What follows belongs to an exercise in optimizing a design on an open flow for a short achievable clock period and few clock cycles; a production flow would make more cautious choices. Function was checked by simulation only, so behaviour that the tests miss may differ from the original. Power and IR drop assume default switching activity.

== trial 95 ==
// mipsCore
module mipsCore
#(
  parameter int DATA_WIDTH = 32
) (
  input  logic                  clk,
  input  logic                  reset,
  output logic [DATA_WIDTH-1:0] pc,
  input  logic [31:0]           instr,
  output logic                  memWrite,
  output logic [DATA_WIDTH-1:0] aluOut,
  output logic [DATA_WIDTH-1:0] writeData,
  input  logic [DATA_WIDTH-1:0] readData
);
  logic [4:0]      destF;
  logic            aluSrcF, isLoadF, isStoreF, branchF, branchNeF, jumpF;
  logic [31:0]     immF, rdAF, rdBF;
  pipePkg::aluSelT aluF;
  logic [4:0]      destM;
  logic            wrM, isLoadM;
  logic [31:0]     aluOutM, aluOutMx, addrM, writeDataM, valM;
  logic            memWriteM;
  controlDecoder u_dec (
    .instr(instr), .dest(destF), .aluSrc(aluSrcF), .imm(immF), .alu(aluF), .isLoad(isLoadF),
    .isStore(isStoreF), .branch(branchF), .branchNe(branchNeF), .jump(jumpF)
  );
  assign valM = isLoadM ? readData : aluOutM;
  regFile u_rf (
    .clk(clk), .we(wrM), .ra1(instr[25:21]), .ra2(instr[20:16]), .wa(destM), .wd(valM),
    .rd1(rdAF), .rd2(rdBF)
  );
  logic [4:0]      destD;
  logic            wrD, aluSrcD, isLoadD, isStoreD, branchD, branchNeD, jumpD;
  logic [31:0]     immD, regAD, regBD;
  logic [25:0]     targetD;
  logic [31:2]     slotD;           
  pipePkg::aluSelT aluD;
  logic            mispE, stall;
  logic [31:0]     opAD, opBD;
  always_ff @(posedge clk or posedge reset) begin
    if (reset) begin
      destD     <= '0;
      wrD       <= 1'b0;
      isStoreD  <= 1'b0;
      branchD   <= 1'b0;
      jumpD     <= 1'b0;
    end else if (mispE) begin
      destD     <= '0;
      wrD       <= 1'b0;
      isStoreD  <= 1'b0;
      branchD   <= 1'b0;
      jumpD     <= 1'b0;
    end else if (!stall) begin
      destD     <= destF;
      wrD       <= (destF != 5'd0);
  ...
Size in the first run: roughly 6200 cells after synthesis, roughly 1500 flip-flops, roughly 160 I/O pins.
make LEC_CHECK=0 ABC_CLOCK_PERIOD_IN_PS=2500 CAP_MARGIN=20 CORE_MARGIN=2 CORE_UTILIZATION=40 SETUP_SLACK_MARGIN=5 SLEW_MARGIN=20 TNS_END_PERCENT=100 finish   # period 8.0 ns
run.sh (not shown) runs the stock make flow with config.mk's settings and CLKGATE_MAP_FILE= SYNTH_SCRIPT=/design/flow/synth_recipe.tcl, a recipe that flattens the netlist after the stock synthesis.
Testbench counts of trial 95, summed over its fixed seeds: cycles 151,261.
What trial 29 does differently from trial 95 at the input level:
diff --git a/flow/design.v b/flow/design.v
--- a/flow/design.v
+++ b/flow/design.v
@@ -338,38 +338,53 @@
   assign mB  = dMAluB || dMLdB;
   assign eqD = (mA && mB) || (dMAluA && !mB && eqMRD) || (!mA && dMAluB && eqRMD) ||
                (dMLdA && !mB && eqLRD) || (!mA && dMLdB && eqRLD) || (!mA && !mB && eqRRD);
   assign unresD = branchD && !branchLoad && (dEA != dEB);
   assign takenD = jumpD || (unresD && immD[15]) ||
                   (branchD && !branchLoad && !unresD && (((dEA && dEB) || eqD) ^ branchNeD));
   logic [31:0] pcTgtR, pcSeqR, pcCur;
-  logic        takenR;
+  logic        takenR, takeA, takeB, keepC, keepD, keepE, takeF;
   assign pcCur        = takenR ? pcTgtR : pcSeqR;
   assign pcPlus4      = takenR ? {pcTgtR[31:2] + 30'd1, 2'b00} : {pcSeqR[31:2] + 30'd1, 2'b00};
   assign branchTarget = {slotD + {{14{immD[15]}}, immD[15:0]}, 2'b00};
   assign jumpTarget   = {slotD[31:28], targetD, 2'b00};
   assign pcTarget     = jumpD ? jumpTarget : branchTarget;
   assign nextTarget = unresE ? altE : pcTarget;
   assign taken      = mispE || takenD;
-  logic [31:2] nextSeq, flipR;
-  assign nextSeq = stall ? pcCur[31:2] : pcPlus4[31:2];
-  assign pc      = {pcSeqR[31:2] ^ flipR, 2'b00};
+  assign pc[6:2]   = takeA ? pcTgtR[6:2] : pcSeqR[6:2];
+  assign pc[11:7]  = takeB ? pcTgtR[11:7] : pcSeqR[11:7];
+  assign pc[16:12] = keepC ? pcSeqR[16:12] : pcTgtR[16:12];
+  assign pc[21:17] = keepD ? pcSeqR[21:17] : pcTgtR[21:17];
+  assign pc[26:22] = keepE ? pcSeqR[26:22] : pcTgtR[26:22];
+  assign pc[31:27] = takeF ? pcTgtR[31:27] : pcSeqR[31:27];
+  assign pc[1:0]   = 2'b00;
   always_ff @(posedge clk or posedge reset) begin
     if (reset) begin
       pcSeqR <= '0;
       pcTgtR <= '0;
-      flipR  <= '0;
-      takenR <= 1'b0;
+      takeA  <= 1'b0;
+      keepC  <= 1'b0;
+      takenR <= 1'b1;
     end else begin
-      pcSeqR <= {nextSeq, 2'b00};
+      pcSeqR <= stall ? pcCur : pcPlus4;
       pcTgtR <= nextTarget;
-      flipR  <= {30{taken}} & (nextTarget[31:2] ^ nextSeq);
+      takeA  <= taken;
+      keepC  <= !taken;
       takenR <= taken;
     end
   end
+  always_ff @(posedge clk or posedge reset) begin
+    if (reset)       keepE <= 1'b0;
+    else if (!stall) keepE <= !taken;
+  end
+  always_ff @(posedge clk) begin
+    takeB <= taken;
+    keepD <= !taken;
+    if (!stall) takeF <= taken;
+  end
   logic       invD, fAD, fBD;
   logic [2:0] pairD;
   assign invD  = aluD.sub || aluD.slt || aluD.sltu;
   assign fAD   = dEA && !isLoadE;
   assign fBD   = dEB && !aluSrcD && !isLoadE;
   assign pairD = {!fAD && fBD, fAD && !fBD, !fAD && !fBD};
   always_ff @(posedge clk or posedge reset) begin
Multiplexer share of the synthesized area: trial 29 > trial 95
Die area shrinks slightly when moving from trial 95 to trial 29.
Sort trial 29 and trial 95 by unique cell type count in the Yosys netlist asc -> top: trial 95
Relative to trial 95, the fraction of area in multi-input gates of trial 29 is lower by 0.34 points.
From trial 95 to trial 29 the numbers moved as follows: maximum frequency went down 1.9 MHz, fraction of power consumed by sequential logic went up 1.2 points, number of buffers created by CTS went down 1.2%, final cell area excluding filler cells went down 1200 sq um.
Trial 29: PASS, flow complete, no timing, DRC or antenna violations
Testbench counts of trial 29, summed over its fixed seeds: cycles 151,261.

re-timing with driven ports:
No port has a modelled driver above. Below, the same layouts with a new extraction and two added sets of constraints.
Step 1 (the two cells are an assumption about what drives the block):
set clk [get_ports {clk}]
set_driving_cell -lib_cell sky130_fd_sc_hd__clkbuf_16 $clk
set_driving_cell -lib_cell sky130_fd_sc_hd__buf_2 [delete_from_list [all_inputs] $clk]
Step 2 adds t to the input delays and takes it off the output delays; t is the mean of the earliest and latest rising clock arrival at the registers after step 1. Input paths then give back, and output paths get back, about the clock's delay inside the block.
Three values: no drivers, after step 1, after step 2; two values: the first two.
run	shift t [ns]	slack for setup (ns)	worst setup path at the end	worst register clock-pin slew, ns
trial 95	0.923	4.523 / 4.459 / 3.536	input to register	0.07 / 0.07
trial 29	0.912	4.500 / 4.414 / 3.694	input to register	0.07 / 0.07
After both steps every run listed still meets setup and hold. For trial 95, which loses most, drivers alone change the setup slack by -0.064 ns; drivers and shift together by -0.987 ns.
